What follows belongs to an exercise in optimizing a design on an open flow for small area, a short achievable clock period and few clock cycles per item; a production flow would make more cautious choices. Where RTL was checked, it was by simulation tests only, not by an equivalence proof against the original. No functional check of the RTL was part of runs 1 and 2. Power and IR drop assume default switching activity.

<file path="flow/design.v">
module seq_alu (
  input  logic        clock,
  input  logic        clear,
  input  logic        start,
  input  logic [3:0]  op,
  input  logic [31:0] a,
  input  logic [31:0] b,
  output logic        busy,
  output logic        done,
  output logic [63:0] result,
  output logic        div_by_zero,
  output logic        illegal_op
);
  logic s_idle, s_sgl, s_mul, s_dv1, s_dvs, s_fxh, s_fxl, s_done;
  logic        busy_q;
  logic [31:0] B;
  logic [3:0]  opq;
  logic [33:0] H;
  logic [31:0] L;
  logic [4:0]  cnt;
  logic        sb, nq, nr, bz, dbz_q, ill_q;
  logic [4:0]  lza, lzb, rs;
  logic        c_xh, c_xl, c_yb1, c_yb2, c_yl, c_yh, c_inv, c_dvs;
  logic        d1_one, d1_two, d1_neg;
  function automatic logic [4:0] lzc31(input logic [31:0] v);
    lzc31 = 5'd31;
    for (int i = 1; i < 32; i++)
      if (v[i]) lzc31 = 5'(31 - i);
  endfunction
  function automatic logic [5:0] booth2(input logic [3:0] m, input logic p);
    booth2[0] = m[0] ^ p;                                       
    booth2[1] = (m[1] & ~m[0] & ~p) | (~m[1] & m[0] & p);       
    booth2[2] = m[1];                                           
    booth2[3] = m[2] ^ m[1];                                    
    booth2[4] = (m[3] & ~m[2] & ~m[1]) | (~m[3] & m[2] & m[1]); 
    booth2[5] = m[3];                                           
  endfunction
  logic [4:0] lza_in, lzb_in, rs_in;
  logic       left_in, neg_in, sub_in, mul_in, div_in, bz_in;
  assign lza_in  = lzc31(a ^ {32{a[31]}});
  assign lzb_in  = lzc31(b ^ {32{b[31]}});
  assign left_in = (op == 4'd10) | (op == 4'd12);
  assign rs_in   = left_in ? b[4:0] : (5'd0 - b[4:0]);
  assign neg_in  = (op == 4'd2);
  assign sub_in  = (op == 4'd5);
  assign mul_in  = (op == 4'd6);
  assign div_in  = (op == 4'd7);
  assign bz_in   = (b == '0);
  logic [6:0] sh_d;
  assign sh_d = {2'b00, lzb} - {2'b00, lza} + {6'd0, L[31]};    
  logic bsx;    
  assign bsx = c_dvs ? sb : B[31];
  logic [33:0] X, Ys, p1;
  assign X  = ({34{c_xh}} & H) | ({34{c_xl}} & {{2{L[31]}}, L});
  assign Ys = ({34{c_yb1}} & {bsx, bsx, B})
            | ({34{c_yb2}} & {B[31], B, 1'b0})
            | ({34{c_yl}}  & {{2{L[31]}}, L})
            | ({34{c_yh}}  & H);
  assign p1 = (({34{d1_one}} & {{2{B[31]}}, B}) | ({34{d1_two}} & {B[31], B, 1'b0}))
              ^ {34{d1_neg}};
  logic [35:0] cx, cy, cz, csum, ccar, SS;
  logic [36:0] sum1;
  logic [33:0] S;
  assign cx   = {{2{X[33]}}, X};
  assign cy   = {{2{Ys[33] ^ c_inv}}, Ys ^ {34{c_inv}}};
  assign cz   = {p1, d1_neg, d1_neg};
  assign csum = cx ^ cy ^ cz;
  assign ccar = {(cx[34:0] & cy[34:0]) | (cx[34:0] & cz[34:0]) | (cy[34:0] & cz[34:0]), c_inv};
  assign sum1 = {csum, 1'b1} + {ccar, d1_neg};
  assign SS   = sum1[36:1];
  assign S    = SS[33:0];
  logic [4:0]  amt, r;
  logic [31:0] rin, rot, m_hi, m_lo, rsh;
  assign rin = s_dv1 ? B : L;
  assign amt = s_dv1 ? sh_d[4:0] : B[4:0];
  assign r   = s_dv1 ? sh_d[4:0] : rs;
  always_comb begin
    logic [31:0] s0, s1, s2, s3;
    s0  = r[0] ? {rin[30:0], rin[31]}    : rin;
    s1  = r[1] ? {s0[29:0], s0[31:30]}   : s0;
    s2  = r[2] ? {s1[27:0], s1[31:28]}   : s1;
    s3  = r[3] ? {s2[23:0], s2[31:24]}   : s2;
    rot = r[4] ? {s3[15:0], s3[31:16]}   : s3;
  end
  always_comb
    for (int i = 0; i < 32; i++) begin
      m_hi[i] = 5'(i) >= amt;
      m_lo[31 - i] = 5'(i) >= amt;
    end
  always_comb begin
    case ({s_dv1, opq})
      {1'b0, 4'd8}:  rsh = rot & m_lo;                                
      {1'b0, 4'd9}:  rsh = (rot & m_lo) | ({32{L[31]}} & ~m_lo);      
      {1'b0, 4'd11}, {1'b0, 4'd12}: rsh = rot;                        
      default:       rsh = rot & m_hi;                                
    endcase
  end
  logic [31:0] sgl;
  always_comb begin
    case (opq)
      4'd0:    sgl = L & B;
      4'd1:    sgl = L | B;
      4'd3:    sgl = ~L;
      4'd2, 4'd4, 4'd5: sgl = S[31:0];
      4'd8, 4'd9, 4'd10, 4'd11, 4'd12: sgl = rsh;
      default: sgl = '0;
    endcase
  end
  logic q_bit, mul_last, dvs_last, dv1_steps, fin;
  assign q_bit     = ~S[33];
  assign mul_last  = (cnt[2:0] == 3'd7);
  assign dvs_last  = (cnt == 5'd0);
  assign dv1_steps = ~bz & ~sh_d[6];
  logic take, n_sgl, n_mul, n_dv1, n_dvs, n_fxh, n_fxl;
  assign take  = s_idle & start;
  assign n_sgl = take & ~mul_in & ~div_in;
  assign n_mul = (take & mul_in) | (s_mul & ~mul_last);
  assign n_dv1 = take & div_in;
  assign n_dvs = (s_dv1 & dv1_steps) | (s_dvs & ~dvs_last);
  assign n_fxh = (s_dv1 & ~bz & sh_d[6] & L[31]) | (s_dvs & dvs_last & nr);
  assign n_fxl = (s_dv1 & ~bz & sh_d[6] & ~L[31] & B[31])
               | (s_dvs & dvs_last & ~nr & nq) | (s_fxh & nq);
  assign fin = s_sgl | s_fxl
             | (s_mul & mul_last)
             | (s_dv1 & (bz | (sh_d[6] & ~L[31] & ~B[31])))
             | (s_dvs & dvs_last & ~nr & ~nq)
             | (s_fxh & ~nq);
  logic [5:0] nbooth;
  assign nbooth = s_idle ? booth2(a[3:0], 1'b0) : booth2(L[7:4], L[3]);
  logic nsb;    
  assign nsb = s_dv1 ? B[31] : sb;
  always_ff @(posedge clock) begin
    if (clear) begin
      s_idle <= 1'b1;
      s_sgl  <= 1'b0;
      s_mul  <= 1'b0;
      s_dv1  <= 1'b0;
      s_dvs  <= 1'b0;
      s_fxh  <= 1'b0;
      s_fxl  <= 1'b0;
      s_done <= 1'b0;
      busy_q <= 1'b0;
    end else begin
      s_idle <= (s_idle & ~start) | s_done;
      s_sgl  <= n_sgl;
      s_mul  <= n_mul;
      s_dv1  <= n_dv1;
      s_dvs  <= n_dvs;
      s_fxh  <= n_fxh;
      s_fxl  <= n_fxl;
      s_done <= fin;
      busy_q <= (busy_q & ~fin) | take;
    end
  end
  always_ff @(posedge clock) begin
    c_xh   <= (n_mul & s_mul) | n_dvs;
    c_xl   <= n_sgl & ~neg_in;
    c_yb1  <= (n_mul & nbooth[0]) | n_dvs | (n_sgl & ~neg_in);
    c_yb2  <= n_mul & nbooth[1];
    c_yl   <= n_dv1 | n_fxl | (n_sgl & neg_in);
    c_yh   <= n_fxh;
    c_inv  <= (n_mul & nbooth[2]) | (n_dv1 & a[31] & ~bz_in) | (n_dvs & ~nsb)
            | n_fxh | n_fxl | (n_sgl & (neg_in | sub_in));
    c_dvs  <= n_dvs;
    d1_one <= n_mul & nbooth[3];
    d1_two <= n_mul & nbooth[4];
    d1_neg <= n_mul & nbooth[5];
  end
  always_ff @(posedge clock) begin
    if (s_idle) begin
      B   <= b;
      opq <= op;
      cnt <= '0;
      lza <= lza_in;
      lzb <= lzb_in;
      rs  <= rs_in;
      bz  <= bz_in;
      if (start) L <= a;
    end
    if (s_sgl) begin
      H     <= '0;
      L     <= sgl;
      dbz_q <= 1'b0;
      ill_q <= (opq == 4'd13) | (opq == 4'd14) | (opq == 4'd15);
    end
    if (s_mul) begin
      H     <= {{2{SS[35]}}, SS[35:4]};
      L     <= {SS[3:0], L[31:4]};
      cnt   <= cnt + 5'd1;
      dbz_q <= 1'b0;
      ill_q <= 1'b0;
    end
    if (s_dv1) begin
      sb    <= B[31];
      nr    <= L[31];
      nq    <= L[31] ^ B[31];
      dbz_q <= bz;
      ill_q <= 1'b0;
      H     <= S;                   
      L     <= {32{bz}};
      B     <= rsh;
      cnt   <= sh_d[4:0];
    end
    if (s_dvs) begin
      if (q_bit) H <= S;
      L   <= {L[30:0], q_bit};
      B   <= {sb, B[31:1]};
      cnt <= cnt - 5'd1;
    end
    if (s_fxh) H <= S;
    if (s_fxl) L <= S[31:0];
  end
  assign busy        = busy_q;
  assign done        = s_done;
  assign result      = {H[31:0], L};
  assign div_by_zero = dbz_q;
  assign illegal_op  = ill_q;
endmodule
</file>
<file path="flow/constraint.sdc">
create_clock -name core_clock -period 10.0 [get_ports {clock}]
set_input_delay 2.0000 -clock core_clock [delete_from_list [all_inputs] [get_ports {clock}]]
set_output_delay 2.0000 -clock core_clock [all_outputs]
set_load 0.01 [all_outputs]
</file>
<file path="flow/config.mk">
export PLATFORM = sky130hd
export DESIGN_NAME = seq_alu
export DESIGN_NICKNAME = seq_alu
export VERILOG_FILES = /design/flow/design.v
export SDC_FILE = /design/flow/constraint.sdc
export NUM_CORES = 4
export LEC_CHECK = 0
export CAP_MARGIN = 20
export CORE_MARGIN = 2
export CORE_UTILIZATION = 40
export SETUP_SLACK_MARGIN = 5
export SLEW_MARGIN = 20
export TNS_END_PERCENT = 0
</file>
<file path="flow/run.sh">
#!/bin/bash
# synth_recipe.tcl (not shown) runs the flow's synth.tcl, then flattens the netlist and writes it again
# the make line also repeats each setting of config.mk as NAME=value (left out here)
make -C /OpenROAD-flow-scripts/flow DESIGN_CONFIG=/design/flow/config.mk WORK_HOME=/design/flow/orfs CLKGATE_MAP_FILE= SYNTH_SCRIPT=/design/flow/synth_recipe.tcl finish
</file>
==> results.toml, run 1 <==
[synthesis]
synth_compound_area_frac = 0.3124
synth-xor-area-share = 0.06099
synth-edff-count = 92
syn_area_mm2 = 0.01832
synthCells = 2464
synth_fa_ha_area_frac = 0.07486
synthMuxAreaShare = 0.07322
synth_fp_nets = 2623
ys_ff_latch = 148
yosysMostFrequentCell = "nor2_1"
dominantRegCellSynth = "edfxtp_1"
synth_common_cells = "nor2_1, nand2_1, a21oi_1, o21ai_0, clkbuf_1"
syn_avg_cell_area_um2 = 7.435
ys_seq_area_frac = 0.2120
synth_cell_types = 87
synth.top_cell.area_share = 0.1508
synth_area_leaders = "edfxtp_1, dfxtp_1, a21oi_1, nor2_1, mux2i_1"
yosys_warnings = 1
yosysTopAreaCell = "edfxtp_1"
synthSimpleGateAreaFrac = 0.1751
synth_top_family_by_area = "compound AO/OA/AOI/OAI gates"
synth-async-reset-ratio = 0

[route]
viasPerCell = 6.499
routedWlPerCell_um = 26.59
dr.pass1.iters = 9
drcViolationCount = 0
initialDrtViolationCount = 2528
drt-total-wl_um = 80510
ant_nets = 0
vias = 19680

[clock_network]
root_buffer = "clkbuf_16"
cts_buffers = 17
clk_latency_ps = 470
htree_levels = 4
clkTransAtPathRegs_ps = 80
cts_sinks = 148
cts_tree = "done"
cts_buffer_depth = 2

[pwr]
max-vdd-ir-drop_mv = 0.09817
powerDensity_mw_per_mm2 = 146.3
leakage_nw = 7.860

[worst_hold_path]
hp-class = "flip-flop to flip-flop"

[timing]
fin_setup_tns_ps = 0
maxSlewViolCount = 0
setup_viol = 0
rsz0062_at_grt = "yes"
skew_ps = 15.69
finalHoldViolCount = 0
max_freq_ghz = 0.1935
fin_crit_sh = 0.5168
worst_pin_slew_ps = 1175
slew_headroom = 0.2139
period_minus_slack_ps = 5168

[place]
place_area_mm2 = 0.01959
hpwl_um = 60690
gp_congestion = 1.029
portBuffers = 138

[die]
initial_core_util = 0.4045
row_count = 78
coreArea_mm2 = 0.04528
die_x_um = 218
dieHeight_um = 218
dieArea_mm2 = 0.04752
io_pins = 139

[global_routing]
grt-ovfl-total = 0
grt_use_total = 0.3298
grt_max_degree = 68
grt_pass1_vias = 17700
grt_pass1_wl_um = 116800
antenna_found_initial = 1

[finish]
areaGrowthSynthToFinish_pct = 12.44
drive_above_1_share = 0.08196
stdcell_area_mm2 = 0.02060
nets = 2574
fillers = 4576
n_antenna_cell = 0

[worst_setup_path]
worstPathMaxFanout = 8
startpoint_type = "flip-flop"
cp.required_ps = 10180
critPathArrivalTime_ps = 5350
reg2reg_slack_ps = 4830
critical_path_class = "flip-flop to flip-flop"
crit_path_end_kind = "flip-flop"

[flow_run]
drv_cap = 0

[run_status]
outcome = "complete, no violations"
==> repair_timing <==
action	CTS	global route
hold buffers	0	0
setup endpoints to repair	52	69
buffers inserted	7	16
pin swaps	2	6
gates resized for setup	15	28
==> power breakdown <==
| group | leakage, nW | switching, mW | total, mW | internal [mW] |
|---|---|---|---|---|
| registers | 1.39 | 0.142 | 0.868 | 0.726 |
| clock network | 0.287 | 0.331 | 0.678 | 0.347 |
| logic | 6.18 | 0.937 | 1.47 | 0.531 |
==> kinds of logic (layout without fill, tap and decap cells) <==
logic type,Yosys count,count (layout)
compound gates,852,852
simple gates,732,732
buf+inv,392,356
flops,148,148
xor+xnor,126,126
mux,126,126
fa+ha+maj,88,88
==> worst paths after layout <==
kind,startpoint,to,cells after the start
setup reg to reg,L[2]$_DFFE_PP_,L[26]$_DFFE_PP_,16
setup / recovery,L[2]$_DFFE_PP_,L[26]$_DFFE_PP_,16
hold reg to reg,busy_q$_SDFF_PP0_,busy_q$_SDFF_PP0_,2
hold / removal,busy_q$_SDFF_PP0_,busy_q$_SDFF_PP0_,2
==> cell type report <==
cell class	instances	area, um^2	area share
multi-input cells	1924	13020	0.6322
flip-flops and latches	148	3892	0.1890
repair buffers	205	1899	0.09221
well taps	600	750.7	0.03645
clock buffers	19	454.2	0.02205
inverters	119	446.7	0.02169
clock inverters	13	132.6	0.006439
==> flip-flops by register name, summed over array words and instances (netlist names), 4 cells and up <==
| signal | flops |
|---|---|
| cnt | 5 |
| B | 32 |
| lzb | 5 |
| rs | 5 |
| lza | 5 |
| H | 34 |
| L | 32 |
| opq | 4 |
==> metal layers <==
metal,vias to the layer above,global-route usage,part of all wire
met1,9526,0.4480,0.41
met2,1134,0.5190,0.45
met4,0,0.1440,0.046
li1,8864,-,-
met3,154,0.04812,0.095
met5,-,0,0
==> worst max-delay path: stages, from the launching register on <==
cell and delay, ps:
edfxtp_1 590, a22o_1 280, a221oi_1 280, xor2_1 140, fa_1 530, inv_1 40
ha_1 310, inv_1 50, o21bai_1 150, a21oi_1 140, o21ai_1 470, a311oi_4 160
buf_4 190, o21ai_4 270, a31oi_2 150, xnor2_1 910, o22ai_1 200
==> metrics by stage <==
step / hold slack, ps / cells / total power, mW / utilization / setup slack [ps]
after floorplan: 459.6 / 2464 / 1.723 / - / 5256
after global placement: 446.4 / 2973 / 2.245 / 0.4327 / 4189
after detailed placement: 455.1 / 2973 / 2.253 / 0.4327 / 4083
after CTS: 465.7 / 3012 / 2.937 / 0.4484 / 4856
after global routing: 481.7 / 3028 / 3.137 / 0.4549 / 4690
final: 459.6 / 3028 / 3.013 / 0.4549 / 4832
==> layout by cell type, fill, tap and decap left out, types with 22 or more instances in the layout <==
cell	netlist	final
a21o_1	26	26
nand2_1	247	246
a221oi_1	86	83
clkdlybuf4s50_1	0	137
a22o_1	33	33
inv_1	116	116
o21ai_0	178	177
a21oi_1	214	210
buf_4	40	64
nand3_1	43	43
nor3_1	67	66
mux2i_1	94	94
ha_1	52	51
o22ai_1	25	25
a22oi_1	77	77
dfxtp_1	56	51
xor2_1	84	80
edfxtp_1	92	92
fa_1	36	36
or3_1	22	22
mux2_2	27	27
xnor2_1	41	34
nor2_1	260	257
==> run 2, diff against run 1 <==
--- a/flow/config.mk
+++ b/flow/config.mk
@@ -6,4 +6,5 @@
 export NUM_CORES = 4
 export LEC_CHECK = 0
+export ABC_AREA = 1
 export CAP_MARGIN = 20
 export CORE_MARGIN = 2
==> run 2 against run 1 <==
Via count up 7.9%. Still clean. First-iteration DRC count grew 15%. Highest routed layer unchanged. Clock power up 5.2%. Sequential power shrank 4.1%. Synthesized area about the same. Die area is essentially flat. Combinational power rose by 4%. Critical endpoint is now H[19]$_DFF_P_.
==> results.toml, run 2 <==
[die]
initial_core_util = 0.4044
dieHeight_um = 218.0
io_pins = 139
dieArea_mm2 = 0.04751
row_count = 78
coreArea_mm2 = 0.04528
die_x_um = 218.0

[timing]
max_freq_ghz = 0.2079
slew_headroom = 0.2911
maxSlewViolCount = 0
worst_pin_slew_ps = 1052
period_minus_slack_ps = 4809
finalHoldViolCount = 0
skew_ps = 13.43
layout_setup_ws_ps = 5191
rsz0062_at_grt = "yes"
fin_crit_sh = 0.4809
fin_setup_tns_ps = 0
setup_viol = 0

[route]
vias = 21230
ant_nets = 0
routedWlPerCell_um = 24.83
viasPerCell = 6.011
initialDrtViolationCount = 2919
dr.pass1.iters = 7
drcViolationCount = 0
drt-total-wl_um = 87710

[global_routing]
grt_pass1_vias = 19720
grt-ovfl-total = 0
grt_use_total = 0.3609
grt_max_degree = 66
grt_pass1_wl_um = 127300
antenna_found_initial = 1

[worst_setup_path]
worstPathMaxFanout = 27
cp.required_ps = 10360
critPathArrivalTime_ps = 5170
critical_path_class = "flip-flop to flip-flop"
crit_path_end_kind = "flip-flop"
startpoint_type = "flip-flop"

[synthesis]
synth-edff-count = 92
synth_cell_types = 61
synth_fp_nets = 3020
ys_seq_area_frac = 0.2121
yosysMostFrequentCell = "nand2_1"
dominantRegCellSynth = "edfxtp_1"
ys_ff_latch = 148
synth-async-reset-ratio = 0
synthCells = 2861
syn_area_mm2 = 0.01831
yosys_warnings = 1
syn_avg_cell_area_um2 = 6.400
yosysTopAreaCell = "edfxtp_1"
synth_area_leaders = "edfxtp_1, nand2_1, inv_1, dfxtp_1, o21ai_0"
synth.top_cell.area_share = 0.1509
synth_common_cells = "nand2_1, inv_1, o21ai_0, nor2_1, a21oi_1"

[place]
hpwl_um = 67130
gp_congestion = 1.030
placedCellCount = 3461
post-place-ws_ps = 4357
portBuffers = 138

[finish]
multi_input_area_mm2 = 0.01194
final_common_cell = "nand2_1"
largest_register_ffs = 34
drive_above_1_share = 0.07335
fin_cells = 3532
seq_area_mm2 = 0.003895
final_util = 0.4608
fillers = 4799
reg_top3 = "H (34), B (32), L (32)"
nets = 3077
regMostFlops = "H"
final_cell_mix = "nand2_1, inv_1, o21ai_0"
areaGrowthSynthToFinish_pct = 13.96

[clock_network]
cts_sinks = 148
cts_buffers = 17
root_buffer = "clkbuf_16"
cts_buffer_depth = 2
cts_tree = "done"
htree_levels = 4
clkTransAtPathRegs_ps = 80
clk_latency_ps = 470

[pwr]
leakage_nw = 9.194
power.total_mw = 3.072
max-vdd-ir-drop_mv = 0.1118
powerDensity_mw_per_mm2 = 147.2

[worst_hold_path]
hp-class = "flip-flop to flip-flop"

[flow_run]
drv_cap = 0

[run_status]
outcome = "complete, no violations"
==> run 2: cell types whose count changed in the layout (fill, tap and decap cells not counted), moves of 23 or more <==
cell	delta
o21ai_1	+123
mux2_2	-27
nor2_1	-84
nor3_1	-51
a22oi_1	-60
o21ai_0	+23
mux2i_1	-87
a22o_1	-32
o22ai_1	+116
a21oi_1	-68
a221oi_1	-42
inv_1	+275
nand3_1	+41
nand2_1	+464
==> run 2: repair_timing <==
item	4_1_cts	5_1_grt
buffers inserted	15	17
hold buffers	0	0
gates cloned	4	2
pin swaps	0	2
gates resized for setup	15	30
endpoints found under the setup margin	50	50
hold endpoints to repair	0	0
==> run 2: cells by family (layout without fill, tap and decap cells) <==
| logic type | after synthesis | in the layout | synth area share |
|---|---|---|---|
| AOI/OAI and AO/OA | 821 | 821 | 0.2694 |
| xor gates and xnor gates | 151 | 151 | 0.07222 |
| adders and majority gates | 88 | 88 | 0.07489 |
| buffers and inverters | 602 | 672 | 0.1387 |
| DFF | 148 | 148 | 0.2121 |
| muxes | 7 | 7 | 0.003827 |
| other | 0 | 1 | 0 |
| and+or+nand+nor | 1044 | 1044 | 0.2289 |
==> run 2: cell type report <==
| class | count | area share |
|---|---|---|
| Timing Repair Buffer | 210 | 0.09426 |
| Clock buffer | 20 | 0.02344 |
| Tap cell | 600 | 0.03598 |
| Sequential cell | 148 | 0.1867 |
| Multi-Input combinational cell | 2111 | 0.5722 |
| Antenna cell | 1 | 0.0001199 |
| Timing Repair inverter | 6 | 0.002039 |
| Clock inverter | 12 | 0.006116 |
| Inverter | 424 | 0.07921 |
==> run 2: critical path, cell delays in order (launching register included) <==
cell	delay, ps
edfxtp_1	530
clkinvlp_4	260
o211ai_1	360
a21oi_1	100
xor2_1	180
fa_1	540
inv_1	40
ha_1	350
nand2_1	120
nor2_1	120
inv_1	60
nor2_1	160
and3_1	300
o21ai_0	120
nand3_1	150
xor2_2	310
nand2_2	230
nand2_2	240
inv_4	170
a221o_1	350
==> run 2: per-layer routing <==
layer / share of wire / global-route usage
met1: 0.41 / 0.4906
met2: 0.44 / 0.5606
met3: 0.11 / 0.06276
met4: 0.047 / 0.1553
met5: 0 / 0
==> run 2: through the flow <==
| step | area (um^2) | hold slack, ps |
|---|---|---|
| after floorplan | 18310 | 465.4 |
| after global placement | 19800 | 442.2 |
| after detailed placement | 19800 | 456.5 |
| after CTS | 20640 | 470.5 |
| after global routing | 20870 | 502.9 |
| final | 20870 | 470.5 |
==> run 2: power breakdown <==
group	internal [mW]	switching, mW
combinational	0.496	1.03
clock	0.369	0.344
sequential	0.726	0.106
==> run 2: path summary, 6_finish.rpt <==
| check | to | cells past startpoint | from | slack, ps |
|---|---|---|---|---|
| max | H[19]$_DFF_P_ | 19 | B[31]$_DFFE_PP_ | 5190 |
| min | busy_q$_SDFF_PP0_ | 2 | busy_q$_SDFF_PP0_ | 470 |
| max reg2reg | H[19]$_DFF_P_ | 19 | B[31]$_DFFE_PP_ | 5190 |
| min reg2reg | busy_q$_SDFF_PP0_ | 2 | busy_q$_SDFF_PP0_ | 470 |
==> run 3, diff against run 2 <==
--- a/flow/design.v
+++ b/flow/design.v
@@ -23,4 +23,5 @@
   logic        c_xh, c_xl, c_yb1, c_yb2, c_yl, c_yh, c_inv, c_dvs;
   logic        d1_one, d1_two, d1_neg;
+  logic        m16;    
   function automatic logic [4:0] lzc31(input logic [31:0] v);
     lzc31 = 5'd31;
@@ -47,4 +48,11 @@
   assign div_in  = (op == 4'd7);
   assign bz_in   = (b == '0);
+  logic a16_in, b16_in, swap_in;
+  logic [31:0] la_in, lb_in;
+  assign a16_in  = (a[31:15] == '0) | (a[31:15] == '1);
+  assign b16_in  = (b[31:15] == '0) | (b[31:15] == '1);
+  assign swap_in = mul_in & ~a16_in & b16_in;
+  assign la_in   = swap_in ? b : a;
+  assign lb_in   = swap_in ? a : b;
   logic [6:0] sh_d;
   assign sh_d = {2'b00, lzb} - {2'b00, lza} + {6'd0, L[31]};    
@@ -109,5 +117,7 @@
   logic q_bit, mul_last, dvs_last, dv1_steps, fin;
   assign q_bit     = ~S[33];
-  assign mul_last  = (cnt[2:0] == 3'd7);
+  logic mul_half;    
+  assign mul_half  = m16 & (cnt[2:0] == 3'd3);
+  assign mul_last  = (cnt[2:0] == 3'd7) | mul_half;
   assign dvs_last  = (cnt == 5'd0);
   assign dv1_steps = ~bz & ~sh_d[6];
@@ -127,5 +137,5 @@
              | (s_fxh & ~nq);
   logic [5:0] nbooth;
-  assign nbooth = s_idle ? booth2(a[3:0], 1'b0) : booth2(L[7:4], L[3]);
+  assign nbooth = s_idle ? booth2(la_in[3:0], 1'b0) : booth2(L[7:4], L[3]);
   logic nsb;    
   assign nsb = s_dv1 ? B[31] : sb;
@@ -169,6 +179,7 @@
   always_ff @(posedge clock) begin
     if (s_idle) begin
-      B   <= b;
+      B   <= lb_in;
       opq <= op;
+      m16 <= a16_in | b16_in;
       cnt <= '0;
       lza <= lza_in;
@@ -176,5 +187,5 @@
       rs  <= rs_in;
       bz  <= bz_in;
-      if (start) L <= a;
+      if (start) L <= la_in;
     end
     if (s_sgl) begin
@@ -185,6 +196,11 @@
     end
     if (s_mul) begin
-      H     <= {{2{SS[35]}}, SS[35:4]};
-      L     <= {SS[3:0], L[31:4]};
+      if (mul_half) begin
+        H <= {{18{SS[35]}}, SS[35:20]};
+        L <= {SS[19:0], L[31:20]};
+      end else begin
+        H <= {{2{SS[35]}}, SS[35:4]};
+        L <= {SS[3:0], L[31:4]};
+      end
       cnt   <= cnt + 5'd1;
       dbz_q <= 1'b0;
--- a/flow/config.mk
+++ b/flow/config.mk
@@ -6,5 +6,4 @@
 export NUM_CORES = 4
 export LEC_CHECK = 0
-export ABC_AREA = 1
 export CAP_MARGIN = 20
 export CORE_MARGIN = 2
==> run 3 against run 2 <==
Critical path depth rose by 1. Cell count shrank 10%. Worst hold slack got worse by 10 ps. Sequential share of layout area down 1.2 points. Largest cell class unchanged. Largest power group unchanged.
==> results.toml, run 3 <==
[route]
vias = 21540
wl_met2_um = 38200
dr.pass1.iters = 12
routed.top_layer = "met4"
wl_met3_um = 12720
routedWlPerCell_um = 29.32
initialDrtViolationCount = 3605
met1Wirelength_um = 35360
drt-total-wl_um = 92810
viasPerCell = 6.802
drcViolationCount = 0
ant_nets = 0

[worst_setup_path]
critPathArrivalTime_ps = 5330
crit_path_max_incr_delay_ps = 570
startpoint_type = "flip-flop"
crit_slowest_cell = "edfxtp_1"
worstPathCellList = "a222oi_1 -> xnor2_1 -> fa_1 -> ha_4 -> a21o_1 -> a21oi_2 -> o21bai_1 -> a21oi_2 -> o21ai_4 -> nand3_2 -> o21ai_2 -> a21bo_1 -> a2111o_1 -> a31oi_2 -> o21ai_1 -> xor2_1 -> buf_4 -> a211o_1 -> a21oi_4 -> nor3_2"
worstPathMaxFanout = 5
crit_path_end_kind = "flip-flop"
cpMostUsedCell = "a21oi_2"
cp.buffers_inverters = 1
critical_path_class = "flip-flop to flip-flop"
cp_top_family = "compound AO/OA/AOI/OAI gates"
cp.required_ps = 10210

[finish]
reg_top3 = "H (34), B (32), L (32)"
stdcell_area_mm2 = 0.02243
regMostFlops = "H"
final_cell_mix = "a21oi_1, nor2_1, o21ai_0"
final_util = 0.4727
largest_register_ffs = 34
fin_cells = 3166
nets = 2696
areaGrowthSynthToFinish_pct = 17.41
drive_above_1_share = 0.1338
final_common_cell = "a21oi_1"

[pwr]
powerDensity_mw_per_mm2 = 143.3
max-vdd-ir-drop_mv = 0.1198
leakage_nw = 8.692
power.total_mw = 3.214

[die]
row_count = 80
io_pins = 139
dieHeight_um = 222.5
coreArea_mm2 = 0.04745
dieArea_mm2 = 0.04951
initial_core_util = 0.4026
die_x_um = 222.5

[synthesis]
synth_fa_ha_area_frac = 0.07245
synthMuxAreaShare = 0.1243
synthSimpleGateAreaFrac = 0.1495
syn_area_mm2 = 0.01910
yosysMostFrequentCell = "a21oi_1"
synth_top_family_by_area = "compound AO/OA/AOI/OAI gates"
synth_common_cells = "a21oi_1, o21ai_0, nor2_1, nand2_1, mux2i_1"
syn_avg_cell_area_um2 = 7.652
synth-async-reset-ratio = 0
synth_fp_nets = 2656
synth-xor-area-share = 0.06217
synth_compound_area_frac = 0.3049
dominantRegCellSynth = "edfxtp_1"
yosys_warnings = 1
yosysTopAreaCell = "edfxtp_1"
synth_cell_types = 91
synth_area_leaders = "edfxtp_1, mux2i_1, a21oi_1, dfxtp_1, o21ai_0"
synthCells = 2496
synth.top_cell.area_share = 0.1462
ys_seq_area_frac = 0.2049
ys_ff_latch = 149
synth-edff-count = 93

[global_routing]
grt_pass1_wl_um = 133400
grt_max_degree = 84
grt_use_total = 0.3597
grt_pass1_vias = 19450
antenna_found_initial = 1
grt-ovfl-total = 0

[timing]
rsz0062_at_grt = "yes"
period_minus_slack_ps = 5123
max_freq_ghz = 0.1952
worst_pin_slew_ps = 1194
maxSlewViolCount = 0
finalHoldViolCount = 0
slew_headroom = 0.2011
layout_setup_ws_ps = 4877
setup_viol = 0
fin_setup_tns_ps = 0
fin_crit_sh = 0.5123
holdWs_ps = 460.3
skew_ps = 14.29

[clock_network]
cts_buffers = 17
root_buffer = "clkbuf_16"
cts_sinks = 149
clkTransAtPathRegs_ps = 70
htree_levels = 4
cts_tree = "done"
cts_buffer_depth = 2
clk_latency_ps = 460

[place]
placedCellCount = 3054
portBuffers = 138
hpwl_um = 65680
gp_congestion = 1.026
post-place-ws_ps = 3962
place_area_mm2 = 0.02059

[run_status]
outcome = "complete, no violations"

[worst_hold_path]
hp-class = "flip-flop to flip-flop"

[flow_run]
drv_cap = 0
[run 3: worst reg2reg max path, delay by kind of cell (launching register included)]
family / cells / cell delay (ps)
buffers and inverters: 1 / 180
AO/OA/AOI/OAI: 13 / 2810
flip-flops: 1 / 570
AND/OR/NAND/NOR: 2 / 150
XOR/XNOR: 2 / 370
adder cells (fa/ha/maj): 2 / 790
[run 3: report_power, final]
part / total [mW] / internal (mW) / switching, mW
sequential: 0.858 / 0.730 / 0.128
combinational: 1.70 / 0.620 / 1.08
clock: 0.657 / 0.353 / 0.304
total: 3.21 / 1.70 / 1.51
[run 3: metal layers]
metal	vias up	track usage
li1	9227	-
met1	10200	0.4773
met2	1757	0.5222
met3	349	0.1041
met4	0	0.1994
met5	-	0
[run 3: area by class of cell]
cell class	count	area, um^2
fillers	4694	25020
multi-input cells	1984	14140
flip-flops and latches	149	3925
repair buffers	274	2603
well taps	615	769.5
clock buffers	20	446.7
inverters	110	412.9
clock inverters	12	120.1
diodes	2	5.005
[run 3: path summary, 6_finish.rpt]
| kind | to | depth (start not counted) | slack (ps) | startpoint |
|---|---|---|---|---|
| max | L[22]$_DFFE_PP_ | 20 | 4880 | B[0]$_DFFE_PP_ |
| min | s_idle$_SDFF_PP1_ | 2 | 460 | s_done$_SDFF_PP0_ |
| max reg2reg | L[22]$_DFFE_PP_ | 20 | 4880 | B[0]$_DFFE_PP_ |
| min reg2reg | s_idle$_SDFF_PP1_ | 2 | 460 | s_done$_SDFF_PP0_ |
[run 3: timing repair]
item,CTS,global route
buffers inserted,33,38
pin swaps,16,40
resized for setup,34,77
cloned,4,2
hold buffers,0,0
setup endpoints to repair,85,75
[run 3: logic make-up (layout without fill, tap and decap cells)]
kind of cell               after synthesis  count (layout)
muxes                                  226             226
buffers and inverters                  364             416
and+or+nand+nor                        635             636
xor gates and xnor gates               131             131
adders and majority gates               89              89
other                                    0               2
DFF                                    149             149
AOI/OAI and AO/OA                      902             902
Testbench counts of run 3, summed over its fixed seeds: cycles 23,246, ops 4,000.
==> run 4, diff against run 3 <==
--- a/flow/config.mk
+++ b/flow/config.mk
@@ -6,4 +6,5 @@
 export NUM_CORES = 4
 export LEC_CHECK = 0
+export ABC_AREA = 1
 export CAP_MARGIN = 20
 export CORE_MARGIN = 2
==> run 4 against run 3 <==
Clock skew rose by 1.7 ps. Cell count grew 23%. Fmax up 2.7%. Combinational power barely moved. Via count grew 11%. Die area is 4.3% higher. Synthesized cell count grew 28%. Register-to-register slack better by 170 ps. Core utilization shrank 1.4 points. Power rose by 0.65%. Largest cell class unchanged.
==> results.toml, run 4 <==
[route]
drcViolationCount = 0
met1Wirelength_um = 40190
vias = 23930
wl_met2_um = 42680
dr.pass1.iters = 13
viasPerCell = 6.157
ant_nets = 0
initialDrtViolationCount = 3418
routedWlPerCell_um = 26.39
wl_met3_um = 12310
drt-total-wl_um = 102500
routed.top_layer = "met5"

[worst_setup_path]
r2r_end = "H[7]$_DFF_P_"
reg2reg_depth = 20
reg2reg_slack_ps = 5050
worstPathMaxFanout = 35
critPathArrivalTime_ps = 5150
critical_path_class = "primary input to flip-flop"
crit_slowest_cell = "clkdlybuf4s50_1"
crit_path_end_kind = "flip-flop"
crit_path_max_incr_delay_ps = 490
cp.required_ps = 10160
r2r_start = "B[12]$_DFFE_PP_"
startpoint_type = "primary input"
worstPathCellList = "clkdlybuf4s50_1 -> inv_1 -> nand3_1 -> nor4_4 -> inv_2 -> o32ai_4 -> nand3_2 -> buf_12 -> nor2_1 -> buf_6 -> clkinvlp_4 -> o211ai_1 -> nand2_1 -> a21oi_2 -> nand2_1 -> nand3_1 -> o21ai_0"

[worst_hold_path]
whs_endpoint = "s_idle$_SDFF_PP1_"
hp-class = "flip-flop to flip-flop"
whs_path_depth = 2
hp-start = "s_done$_SDFF_PP0_"

[timing]
maxSlewViolCount = 0
slew_headroom = 0.1830
finalHoldViolCount = 0
period_minus_slack_ps = 4990
setup_viol = 0
fin_crit_sh = 0.4990
rsz0062_at_grt = "yes"
worst_pin_slew_ps = 1218
fin_setup_tns_ps = 0
skew_ps = 16.03
max_freq_ghz = 0.2004

[finish]
nets = 3368
regMostFlops = "H"
fillers = 5273
reg_top3 = "H (34), B (32), L (32)"
final_common_cell = "nand2_1"
areaGrowthSynthToFinish_pct = 12.94
final_util = 0.4589
final_cell_mix = "nand2_1, inv_1, o21ai_0"
drive_above_1_share = 0.07110
largest_register_ffs = 34

[synthesis]
synth_cell_types = 69
dominantRegCellSynth = "edfxtp_1"
ys_ff_latch = 149
synth_area_leaders = "nand2_1, edfxtp_1, inv_1, o21ai_0, dfxtp_1"
synthCells = 3186
yosys_warnings = 1
synth-edff-count = 93
yosysTopAreaCell = "nand2_1"
ys_seq_area_frac = 0.1964
syn_avg_cell_area_um2 = 6.256
syn_area_mm2 = 0.01993
synth_common_cells = "nand2_1, inv_1, o21ai_0, nor2_1, a21oi_1"
synth.top_cell.area_share = 0.1520
synth-async-reset-ratio = 0
synth_fp_nets = 3346
yosysMostFrequentCell = "nand2_1"

[die]
initial_core_util = 0.4063
row_count = 81
dieHeight_um = 227.2
io_pins = 139
dieArea_mm2 = 0.05163
die_x_um = 227.2
coreArea_mm2 = 0.04905

[pwr]
p_int_mw = 1.630
max-vdd-ir-drop_mv = 0.1186
power_frac_comb = 0.524
power.total_mw = 3.235
p_switching_mw = 1.605
powerDensity_mw_per_mm2 = 143.7
leakage_nw = 9.718
p_seq_frac = 0.262
power_frac_clock = 0.214
switching_share = 0.4962

[global_routing]
grt-ovfl-total = 0
grt_pass1_vias = 22050
antenna_found_initial = 6
grt_max_degree = 83
grt_use_total = 0.3909
grt_pass1_wl_um = 147600

[clock_network]
cts_buffer_depth = 2
clk_latency_ps = 460
cts_sinks = 149
root_buffer = "clkbuf_16"
cts_buffers = 17
htree_levels = 4
cts_tree = "done"
clkTransAtPathRegs_ps = 70
cts_hold_buf = 0

[run_status]
outcome = "complete, no violations"

[place]
portBuffers = 138
gp_congestion = 1.061
hpwl_um = 79500

[flow_run]
drv_cap = 0
## run 4: cell types whose count changed in the layout (fill, tap and decap cells not counted), moves of 58 or more
cell	change
a21oi_1	-109
a22oi_1	-72
buf_4	-58
inv_1	+290
mux2_2	-58
mux2i_1	-153
nand2_1	+597
o21ai_0	+76
o21ai_1	+97
o22ai_1	+80
## run 4: routing by layer
metal  up-vias  track usage
met3       421      0.09770
met1     11190       0.5102
li1      10680            -
met2      1627       0.5839
met5         -            0
met4         8       0.2288
## run 4: what timing repair did
item	4_1_cts	5_1_grt
cloned	3	1
pin swaps	2	7
setup buffers	9	22
gates resized for setup	26	55
endpoints found under the setup margin	82	68
## run 4: worst max-delay path: cells and delay by family
family | cells | cell delay, ps
buffers and inverters | 6 | 1100
AOI/OAI and AO/OA | 4 | 1070
and+or+nand+nor | 7 | 950
## run 4: worst max-delay path by stage
stage / from / to / slack (ps) / cells past startpoint
after global placement: b[17] / L[30]$_DFFE_PP_ / 3480 / 15
after detailed placement: b[27] / L[30]$_DFFE_PP_ / 3670 / 15
final: b[20] / L[28]$_DFFE_PP_ / 5010 / 17
after floorplan: b[31] / L[22]$_DFFE_PP_ / 5860 / 13
after global routing: lzb[0]$_DFFE_PP_ / L[3]$_DFFE_PP_ / 4860 / 23
after CTS: b[17] / L[28]$_DFFE_PP_ / 4930 / 17
## run 4: stage by stage
step | cell area (um^2) | cells | setup WS (ps) | hold slack [ps]
after floorplan | 19930 | 3186 | 5855 | 450.5
after global placement | 21350 | 3818 | 3482 | 445.0
after detailed placement | 21350 | 3818 | 3665 | 447.0
after CTS | 22140 | 3862 | 4932 | 460.5
after global routing | 22510 | 3885 | 4863 | 491.6
final | 22510 | 3886 | 5010 | 459.7
## run 4: power by group through the flow
stage                     Combinational [mW]  Clock (mW)  Sequential (mW)
after floorplan                         1.01           0            0.802
after global placement                  1.58           0            0.852
after detailed placement                1.59           0            0.853
after CTS                               1.60       0.685            0.840
after global routing                    1.82       0.704            0.847
final                                   1.70       0.691            0.847
## run 4: cells by family (layout without fill, tap and decap cells)
group	Yosys count	in the layout	share of synthesized area
other cells	0	1	0
xor+xnor	149	149	0.06547
mux	9	9	0.004520
fa+ha+maj	89	89	0.06943
compound gates	890	890	0.2675
buf+inv	637	672	0.1353
simple gates	1263	1263	0.2613
flops	149	149	0.1964
## run 4: area by class of cell
class / instances / area [um^2] / share of cell area
Multi-Input combinational cell: 2400 / 13500 / 0.5999
Sequential cell: 149 / 3924 / 0.1743
Timing Repair Buffer: 204 / 1931 / 0.08577
Inverter: 432 / 1687 / 0.07493
Tap cell: 664 / 830.8 / 0.03691
Clock buffer: 21 / 494.2 / 0.02196
Clock inverter: 11 / 107.6 / 0.004780
Timing Repair inverter: 4 / 30.03 / 0.001334
Antenna cell: 1 / 2.502 / 0.0001112
==> run 5, diff against run 4 <==
--- a/flow/design.v
+++ b/flow/design.v
@@ -15,10 +15,9 @@
   logic        busy_q;
   logic [31:0] B;
-  logic [3:0]  opq;
   logic [33:0] H;
   logic [31:0] L;
   logic [4:0]  cnt;
   logic        sb, nq, nr, bz, dbz_q, ill_q;
-  logic [4:0]  lza, lzb, rs;
+  logic [4:0]  lza, lzb;
   logic        c_xh, c_xl, c_yb1, c_yb2, c_yl, c_yh, c_inv, c_dvs;
   logic        d1_one, d1_two, d1_neg;
@@ -37,10 +36,10 @@
     booth2[5] = m[3];                                           
   endfunction
-  logic [4:0] lza_in, lzb_in, rs_in;
-  logic       left_in, neg_in, sub_in, mul_in, div_in, bz_in;
+  logic [4:0] lza_in, lzb_in;
+  logic       left_in, neg_in, sub_in, mul_in, div_in, bz_in, fast_in, ill_in;
   assign lza_in  = lzc31(a ^ {32{a[31]}});
   assign lzb_in  = lzc31(b ^ {32{b[31]}});
   assign left_in = (op == 4'd10) | (op == 4'd12);
-  assign rs_in   = left_in ? b[4:0] : (5'd0 - b[4:0]);
+  assign ill_in  = (op == 4'd13) | (op == 4'd14) | (op == 4'd15);
   assign neg_in  = (op == 4'd2);
   assign sub_in  = (op == 4'd5);
@@ -48,4 +47,5 @@
   assign div_in  = (op == 4'd7);
   assign bz_in   = (b == '0);
+  assign fast_in = ~neg_in & ~sub_in & (op != 4'd4) & ~mul_in & ~div_in;
   logic a16_in, b16_in, swap_in;
   logic [31:0] la_in, lb_in;
@@ -79,15 +79,18 @@
   assign S    = SS[33:0];
   logic [4:0]  amt, r;
-  logic [31:0] rin, rot, m_hi, m_lo, rsh;
-  assign rin = s_dv1 ? B : L;
-  assign amt = s_dv1 ? sh_d[4:0] : B[4:0];
-  assign r   = s_dv1 ? sh_d[4:0] : rs;
+  logic [31:0] rin, pre, rot, m_hi, m_lo, rsh;
+  logic        left;
+  assign rin  = s_dv1 ? B : a;
+  assign amt  = s_dv1 ? sh_d[4:0] : b[4:0];
+  assign left = s_dv1 | left_in;
+  assign r    = left ? ~amt : amt;
+  assign pre  = left ? {rin[0], rin[31:1]} : rin;
   always_comb begin
     logic [31:0] s0, s1, s2, s3;
-    s0  = r[0] ? {rin[30:0], rin[31]}    : rin;
-    s1  = r[1] ? {s0[29:0], s0[31:30]}   : s0;
-    s2  = r[2] ? {s1[27:0], s1[31:28]}   : s1;
-    s3  = r[3] ? {s2[23:0], s2[31:24]}   : s2;
-    rot = r[4] ? {s3[15:0], s3[31:16]}   : s3;
+    s0  = r[0] ? {pre[0], pre[31:1]}       : pre;
+    s1  = r[1] ? {s0[1:0], s0[31:2]}       : s0;
+    s2  = r[2] ? {s1[3:0], s1[31:4]}       : s1;
+    s3  = r[3] ? {s2[7:0], s2[31:8]}       : s2;
+    rot = r[4] ? {s3[15:0], s3[31:16]}     : s3;
   end
   always_comb
@@ -97,20 +100,19 @@
     end
   always_comb begin
-    case ({s_dv1, opq})
+    case ({s_dv1, op})
       {1'b0, 4'd8}:  rsh = rot & m_lo;                                
-      {1'b0, 4'd9}:  rsh = (rot & m_lo) | ({32{L[31]}} & ~m_lo);      
+      {1'b0, 4'd9}:  rsh = (rot & m_lo) | ({32{a[31]}} & ~m_lo);      
       {1'b0, 4'd11}, {1'b0, 4'd12}: rsh = rot;                        
       default:       rsh = rot & m_hi;                                
     endcase
   end
-  logic [31:0] sgl;
+  logic [31:0] fast;
   always_comb begin
-    case (opq)
-      4'd0:    sgl = L & B;
-      4'd1:    sgl = L | B;
-      4'd3:    sgl = ~L;
-      4'd2, 4'd4, 4'd5: sgl = S[31:0];
-      4'd8, 4'd9, 4'd10, 4'd11, 4'd12: sgl = rsh;
-      default: sgl = '0;
+    case (op)
+      4'd0:    fast = a & b;
+      4'd1:    fast = a | b;
+      4'd3:    fast = ~a;
+      4'd8, 4'd9, 4'd10, 4'd11, 4'd12: fast = rsh;
+      default: fast = '0;
     endcase
   end
@@ -124,5 +126,5 @@
   logic take, n_sgl, n_mul, n_dv1, n_dvs, n_fxh, n_fxl;
   assign take  = s_idle & start;
-  assign n_sgl = take & ~mul_in & ~div_in;
+  assign n_sgl = take & (neg_in | sub_in | (op == 4'd4));
   assign n_mul = (take & mul_in) | (s_mul & ~mul_last);
   assign n_dv1 = take & div_in;
@@ -159,6 +161,6 @@
       s_fxh  <= n_fxh;
       s_fxl  <= n_fxl;
-      s_done <= fin;
-      busy_q <= (busy_q & ~fin) | take;
+      s_done <= fin | (take & fast_in);
+      busy_q <= (busy_q & ~fin) | (take & ~fast_in);
     end
   end
@@ -180,18 +182,23 @@
     if (s_idle) begin
       B   <= lb_in;
-      opq <= op;
       m16 <= a16_in | b16_in;
       cnt <= '0;
       lza <= lza_in;
       lzb <= lzb_in;
-      rs  <= rs_in;
       bz  <= bz_in;
-      if (start) L <= la_in;
+      if (start) begin
+        L <= fast_in ? fast : la_in;
+        if (fast_in) begin
+          H     <= '0;
+          dbz_q <= 1'b0;
+          ill_q <= ill_in;
+        end
+      end
     end
     if (s_sgl) begin
       H     <= '0;
-      L     <= sgl;
+      L     <= S[31:0];
       dbz_q <= 1'b0;
-      ill_q <= (opq == 4'd13) | (opq == 4'd14) | (opq == 4'd15);
+      ill_q <= 1'b0;
     end
     if (s_mul) begin
==> run 5 against run 4 <==
Highest routed layer is now met4. Core utilization is 0.80 points higher. Still clean. Sequential share of layout area is 1.8 points lower. Non-clock buffer count grew 6. Combinational power is 25% lower.
==> results.toml, run 5 <==
[run_status]
outcome = "complete, no violations"

[pwr]
switching_share = 0.4679
p_seq_frac = 0.279
powerDensity_mw_per_mm2 = 114.8
p_int_mw = 1.426
p_switching_mw = 1.253
leakage_nw = 10.19
power_frac_comb = 0.479
power_frac_clock = 0.242
max-vdd-ir-drop_mv = 0.1295

[timing]
finalHoldViolCount = 0
holdWs_ps = 471.4
setup_viol = 0
period_minus_slack_ps = 5060
maxSlewViolCount = 0
slew_headroom = 0.2722
rsz0062_at_grt = "yes"
worst_pin_slew_ps = 1084
max_freq_ghz = 0.1976
skew_ps = 17.09
fin_setup_tns_ps = 0
fin_crit_sh = 0.5060

[clock_network]
htree_levels = 4
cts_hold_buf = 0
cts_tree = "done"
clk_latency_ps = 470
root_buffer = "clkbuf_16"
cts_sinks = 140
clkTransAtPathRegs_ps = 70
cts_buffers = 17
cts_buffer_depth = 2

[synthesis]
yosys_warnings = 1
synthCells = 3332
synth.top_cell.area_share = 0.1532
ys_seq_area_frac = 0.1810
syn_avg_cell_area_um2 = 6.043
ys_ff_latch = 140
synth_fp_nets = 3488
yosysTopAreaCell = "nand2_1"
synth-edff-count = 84
synth_common_cells = "nand2_1, inv_1, o21ai_0, nor2_1, nand3_1"
synth-async-reset-ratio = 0
synth_area_leaders = "nand2_1, edfxtp_1, inv_1, o21ai_0, nand3_1"
synth_cell_types = 64
syn_area_mm2 = 0.02013
dominantRegCellSynth = "edfxtp_1"
yosysMostFrequentCell = "nand2_1"

[finish]
n_antenna_cell = 0
largest_register_ffs = 34
final_common_cell = "nand2_1"
final_cell_mix = "nand2_1, inv_1, o21ai_0"
fin_cells = 4029
areaGrowthSynthToFinish_pct = 15.88
nets = 3500
regMostFlops = "H"
drive_above_1_share = 0.08460
reg_top3 = "H (34), B (32), L (32)"

[place]
placedCellCount = 3953
portBuffers = 138
gp_congestion = 1.034
hpwl_um = 80190

[global_routing]
grt_max_degree = 80
grt-ovfl-total = 0
antenna_found_initial = 0
grt_pass1_wl_um = 150700
grt_pass1_vias = 22540
grt_use_total = 0.3855

[die]
io_pins = 139
dieArea_mm2 = 0.05215
coreArea_mm2 = 0.04997
dieHeight_um = 228.4
die_x_um = 228.4
row_count = 82
initial_core_util = 0.4030

[worst_setup_path]
cp.buffers_inverters = 2
cpMostUsedCell = "nand2_1"
crit_slowest_cell = "clkdlybuf4s50_1"
crit_path_max_incr_delay_ps = 740
startpoint_type = "primary input"
r2r_start = "c_xh$_DFF_P_"
critical_path_class = "primary input to flip-flop"
worstPathMaxFanout = 11
cp.required_ps = 10220
cp_top_family = "compound AO/OA/AOI/OAI gates"
crit_path_end_kind = "flip-flop"
worstPathCellList = "clkdlybuf4s50_1 -> inv_1 -> nand4_1 -> nor4_1 -> a21oi_2 -> nand3_2 -> o21ai_0 -> o21ai_0 -> o21bai_1 -> nand2_1 -> nand2_1 -> nand2_1"
startpoint = "a[26]"
critPathArrivalTime_ps = 5280

[route]
drt-total-wl_um = 104800
initialDrtViolationCount = 3907
drcViolationCount = 0
ant_nets = 0
dr.pass1.iters = 7
viasPerCell = 6.211
routedWlPerCell_um = 26.00
vias = 25030

[worst_hold_path]
hp-start = "busy_q$_SDFF_PP0_"
hp-class = "flip-flop to flip-flop"

[flow_run]
drv_cap = 0
==> run 5: cell types whose count changed after synthesis, sizes merged, moves of 18 or more <==
cell,change
inv,+41
o22ai,+30
o211ai,+28
o21ai,-103
a21oi,+59
o221ai,-36
or2,-23
nand4,+18
nand3,+140
==> run 5: cell families after synthesis <==
group | Yosys count | share of synthesized area
AOI/OAI and AO/OA | 862 | 0.2536
xor gates and xnor gates | 150 | 0.06693
adders and majority gates | 85 | 0.06624
buffers and inverters | 695 | 0.1431
DFF | 140 | 0.1810
and+or+nand+nor | 1400 | 0.2891
==> run 5: worst paths after layout <==
check             depth (start not counted)  slack [ps]           endpoint
setup / recovery                         12        4940    L[10]$_DFFE_PP_
hold / removal                            2         470  busy_q$_SDFF_PP0_
setup reg to reg                         21        5130     L[0]$_DFFE_PP_
hold reg to reg                           2         470  busy_q$_SDFF_PP0_
==> run 5: through the flow <==
| step | total power [mW] | area, um^2 | setup WS [ps] | util |
|---|---|---|---|---|
| detailed placement | 1.912 | 21520 | 3207 | 0.4306 |
| global placement | 1.906 | 21520 | 3149 | 0.4306 |
| floorplan | 1.449 | 20130 | 5694 | - |
| CTS | 2.593 | 22800 | 4946 | 0.4564 |
| finish | 2.679 | 23330 | 4940 | 0.4669 |
| global route | 2.778 | 23330 | 4947 | 0.4669 |
==> run 5: tightest hold or removal path, delay by kind of cell (launching register included) <==
family | cells | cell delay, ps
simple gates | 1 | 60
flops | 1 | 310
compound gates | 1 | 50
==> run 5: power by group through the flow <==
stage                     logic [mW]  clock network [mW]  registers (mW)
after floorplan                0.718                   0           0.730
after global placement          1.15                   0           0.758
after detailed placement        1.15                   0           0.758
after CTS                       1.20               0.645           0.746
after global routing            1.36               0.662           0.751
final                           1.28               0.649           0.748
==> run 5: final cells by class <==
class	instances	area, um^2
clock buffer	21	483.0
clock inverter	11	78.83
fill	5321	26630
inverter	472	1838
multi-input combinational	2501	14320
sequential	140	3652
tap	672	840.8
timing repair buffer	210	2106
timing repair inverter	2	15.01
==> run 5: routing by layer <==
metal | up-vias | wire, um | GRT usage
li1 | 11150 | - | -
met1 | 11900 | 42210 | 0.5290
met2 | 1698 | 44080 | 0.5706
met3 | 278 | 13210 | 0.09681
met4 | 0 | 5246 | 0.1691
met5 | - | 0 | 0
==> run 5: timing repair <==
item / in CTS / in global routing
gates cloned: 7 / 2
pin swaps: 12 / 19
endpoints found under the setup margin: 101 / 79
resized for setup: 124 / 91
buffers inserted: 16 / 19
Testbench counts of run 5, summed over its fixed seeds: cycles 21,830, ops 4,000.
==> run 6, diff against run 5 <==
--- a/flow/design.v
+++ b/flow/design.v
@@ -22,5 +22,4 @@
   logic        c_xh, c_xl, c_yb1, c_yb2, c_yl, c_yh, c_inv, c_dvs;
   logic        d1_one, d1_two, d1_neg;
-  logic        m16;    
   function automatic logic [4:0] lzc31(input logic [31:0] v);
     lzc31 = 5'd31;
@@ -48,11 +47,4 @@
   assign bz_in   = (b == '0);
   assign fast_in = ~neg_in & ~sub_in & (op != 4'd4) & ~mul_in & ~div_in;
-  logic a16_in, b16_in, swap_in;
-  logic [31:0] la_in, lb_in;
-  assign a16_in  = (a[31:15] == '0) | (a[31:15] == '1);
-  assign b16_in  = (b[31:15] == '0) | (b[31:15] == '1);
-  assign swap_in = mul_in & ~a16_in & b16_in;
-  assign la_in   = swap_in ? b : a;
-  assign lb_in   = swap_in ? a : b;
   logic [6:0] sh_d;
   assign sh_d = {2'b00, lzb} - {2'b00, lza} + {6'd0, L[31]};    
@@ -119,7 +111,5 @@
   logic q_bit, mul_last, dvs_last, dv1_steps, fin;
   assign q_bit     = ~S[33];
-  logic mul_half;    
-  assign mul_half  = m16 & (cnt[2:0] == 3'd3);
-  assign mul_last  = (cnt[2:0] == 3'd7) | mul_half;
+  assign mul_last  = (cnt[2:0] == 3'd7);
   assign dvs_last  = (cnt == 5'd0);
   assign dv1_steps = ~bz & ~sh_d[6];
@@ -139,5 +129,5 @@
              | (s_fxh & ~nq);
   logic [5:0] nbooth;
-  assign nbooth = s_idle ? booth2(la_in[3:0], 1'b0) : booth2(L[7:4], L[3]);
+  assign nbooth = s_idle ? booth2(a[3:0], 1'b0) : booth2(L[7:4], L[3]);
   logic nsb;    
   assign nsb = s_dv1 ? B[31] : sb;
@@ -181,6 +171,5 @@
   always_ff @(posedge clock) begin
     if (s_idle) begin
-      B   <= lb_in;
-      m16 <= a16_in | b16_in;
+      B   <= b;
       cnt <= '0;
       lza <= lza_in;
@@ -188,5 +177,5 @@
       bz  <= bz_in;
       if (start) begin
-        L <= fast_in ? fast : la_in;
+        L <= fast_in ? fast : a;
         if (fast_in) begin
           H     <= '0;
@@ -203,11 +192,6 @@
     end
     if (s_mul) begin
-      if (mul_half) begin
-        H <= {{18{SS[35]}}, SS[35:20]};
-        L <= {SS[19:0], L[31:20]};
-      end else begin
-        H <= {{2{SS[35]}}, SS[35:4]};
-        L <= {SS[3:0], L[31:4]};
-      end
+      H     <= {{2{SS[35]}}, SS[35:4]};
+      L     <= {SS[3:0], L[31:4]};
       cnt   <= cnt + 5'd1;
       dbz_q <= 1'b0;
==> run 6 against run 5 <==
Via count fell by 13%. Global-route usage is essentially flat. Still clean. Die area decreased by 8.8%. Critical path depth is 7 higher. Non-clock buffer count shrank 23. Worst hold slack lost 2.8 ps.
==> results.toml, run 6 <==
[route]
drt-total-wl_um = 93150
initialDrtViolationCount = 3402
dr.pass1.iters = 6
ant_nets = 0
met1Wirelength_um = 40350
routed.top_layer = "met4"
drcViolationCount = 0
viasPerCell = 6.199
vias = 21730
wl_met2_um = 39110
wl_met3_um = 10020
routedWlPerCell_um = 26.57

[place]
hpwl_um = 71000
post-place-ws_ps = 3269
gp_congestion = 0.9988
portBuffers = 138
place_area_mm2 = 0.01974

[clock_network]
root_buffer = "clkbuf_16"
cts_hold_buf = 0
clkTransAtPathRegs_ps = 70
cts_buffer_depth = 2
clk_latency_ps = 490
cts_tree = "done"
htree_levels = 4
cts_sinks = 139
cts_buffers = 17

[synthesis]
synth-edff-count = 83
synth.top_cell.area_share = 0.1359
yosysTopAreaCell = "edfxtp_1"
synth_common_cells = "nand2_1, inv_1, a21oi_1, nand3_1, nor2_1"
ys_seq_area_frac = 0.1970
synthCells = 2867
synth_fp_nets = 3022
syn_area_mm2 = 0.01834
synth-async-reset-ratio = 0
syn_avg_cell_area_um2 = 6.397
synth_area_leaders = "edfxtp_1, nand2_1, inv_1, dfxtp_1, a21oi_1"
dominantRegCellSynth = "edfxtp_1"
synth_cell_types = 63
yosysMostFrequentCell = "nand2_1"
ys_ff_latch = 139
yosys_warnings = 1

[global_routing]
grt_pass1_wl_um = 135400
grt_use_total = 0.3858
grt_pass1_vias = 19790
grt_max_degree = 65
antenna_found_initial = 3
grt-ovfl-total = 0

[timing]
period_minus_slack_ps = 5222
rsz0062_at_grt = "yes"
finalHoldViolCount = 0
skew_ps = 21.21
fin_crit_sh = 0.5222
fin_setup_tns_ps = 0
slew_headroom = 0.2972
maxSlewViolCount = 0
max_freq_ghz = 0.1915
worst_pin_slew_ps = 1048
setup_viol = 0
layout_setup_ws_ps = 4778

[worst_setup_path]
crit_end = "L[28]$_DFFE_PP_"
startpoint_type = "primary input"
critical_path_class = "primary input to flip-flop"
critPathArrivalTime_ps = 5430
r2r_end = "H[31]$_DFF_P_"
worstPathMaxFanout = 8
startpoint = "op[2]"
cp.required_ps = 10210
reg2reg_slack_ps = 4960
r2r_start = "c_xl$_DFF_P_"
crit_path_end_kind = "flip-flop"
reg2reg_depth = 23

[finish]
stdcell_area_mm2 = 0.02103
areaGrowthSynthToFinish_pct = 14.68
largest_register_ffs = 34
reg_top3 = "H (34), B (32), L (32)"
regMostFlops = "H"
final_cell_mix = "nand2_1, inv_1, a21oi_1"
nets = 3043
drive_above_1_share = 0.07618
final_common_cell = "nand2_1"

[run_status]
outcome = "complete, no violations"

[pwr]
max-vdd-ir-drop_mv = 0.1448
powerDensity_mw_per_mm2 = 122.1
leakage_nw = 9.096

[die]
initial_core_util = 0.4050
dieHeight_um = 218.1
dieArea_mm2 = 0.04758
row_count = 78
die_x_um = 218.1
io_pins = 139
coreArea_mm2 = 0.04528

[worst_hold_path]
hp-class = "flip-flop to flip-flop"

[flow_run]
drv_cap = 0
[run 6: cell count changes after synthesis, moves of 18 or more]
cell / delta
nor2_1: -54
o2111ai_1: +18
o21ai_0: -89
clkbuf_1: -27
nand3_1: -31
o211ai_1: -57
inv_1: -57
nand2_1: -183
nand4_1: -33
o221ai_1: +39
[run 6: area by class of cell]
class                   instances  area (um^2)
multi-input cells            2126        12530
diodes                          5        12.51
well taps                     600        750.7
fillers                      4802        24250
flip-flops and latches        139         3623
repair buffers                187         1903
clock buffers                  20        456.7
inverters                     417         1625
clock inverters                12        126.4
[run 6: per-layer routing]
metal | vias to the layer above | GRT usage
li1 | 9709 | -
met5 | - | 0
met1 | 10260 | 0.5565
met4 | 0 | 0.1417
met3 | 201 | 0.07363
met2 | 1565 | 0.5662
[run 6: logic make-up after synthesis]
logic type               count (synthesis)  share of synthesized area
AND/OR/NAND/NOR                       1111                     0.2527
XOR/XNOR                               160                    0.07826
buffers and inverters                  604                     0.1397
AO/OA/AOI/OAI                          769                     0.2603
flip-flops                             139                     0.1970
adder cells (fa/ha/maj)                 84                    0.07205
[run 6: how the worst min path moves through the flow]
stage	start	to	cells past startpoint
finish	busy_q$_SDFF_PP0_	busy_q$_SDFF_PP0_	2
global route	busy_q$_SDFF_PP0_	busy_q$_SDFF_PP0_	2
CTS	busy_q$_SDFF_PP0_	busy_q$_SDFF_PP0_	2
detailed placement	busy_q$_SDFF_PP0_	busy_q$_SDFF_PP0_	2
global placement	busy_q$_SDFF_PP0_	busy_q$_SDFF_PP0_	2
floorplan	busy_q$_SDFF_PP0_	busy_q$_SDFF_PP0_	2
[run 6: power breakdown]
group	switching [mW]	internal [mW]
clock network	0.310	0.363
registers	0.0676	0.671
logic	0.789	0.368
total	1.17	1.40
[run 6: worst max-delay path, stage by stage]
cell	delay, ps
clkdlybuf4s50_1	470
nand2_1	140
inv_1	80
nand2_4	150
nand3_4	260
buf_12	270
o21ai_2	390
nand2_1	140
nand3_1	110
o21ai_1	80
or2_2	300
nand3_1	140
nand3_1	120
nand3_1	210
nand2_1	140
nand2_1	80
nand3_1	130
nand3_1	130
a22oi_1	70
[run 6: repair_timing]
action	in CTS	in global routing
pin swaps	3	9
gates cloned	2	2
resized for setup	53	72
setup buffers	4	8
setup endpoints to repair	100	98
[run 6: per-stage QoR]
step	hold WS (ps)	util	instances	total power [mW]
finish	468.7	0.4644	3506	2.567
global route	492.9	0.4641	3501	2.671
CTS	471.5	0.4548	3491	2.501
detailed placement	460.5	0.4360	3453	1.820
global placement	450.9	0.4360	3453	1.820
floorplan	482.7	-	2867	1.392
Testbench counts of run 6, summed over its fixed seeds: cycles 23,682, ops 4,000.

-- re-timing with driven ports --
No port has a modelled driver above. Below, the same layouts with a new extraction and two added sets of constraints.
Step 1: set_driving_cell puts a clkbuf_16 on clock and a buf_2 on each other input, an assumption about the parent block.
Step 2 adds t to the input delays and takes it off the output delays; t is the mean of the earliest and latest rising clock arrival at the registers after step 1. Input paths then give back, and output paths get back, about the clock's delay inside the block.
Three values: ideal, step 1, step 2; two values: the first two.
run | t, ns | setup slack, ns | worst hold slack (ns) | worst setup path after step 2 | worst data-port slew with drivers (ns)
run 1 | 0.525 | 4.832 / 4.832 / 4.832 | 0.460 / 0.460 / 0.460 | register to register | 0.04
run 2 | 0.520 | 5.191 / 5.191 / 4.936 | 0.470 / 0.470 / 0.470 | input to register | 0.05
run 3 | 0.516 | 4.877 / 4.877 / 4.456 | 0.460 / 0.460 / 0.460 | input to register | 0.06
run 4 | 0.503 | 5.010 / 5.039 / 4.536 | 0.460 / 0.460 / 0.460 | input to register | 0.04
run 5 | 0.514 | 4.940 / 4.965 / 4.451 | 0.471 / 0.471 / 0.471 | input to register | 0.06
run 6 | 0.534 | 4.778 / 4.813 / 4.279 | 0.469 / 0.469 / 0.469 | input to register | 0.05
After both steps every run listed still meets setup and hold. The setup slack of run 6, which loses most, moves by +0.035 ns with the drivers and by -0.499 ns with both steps.
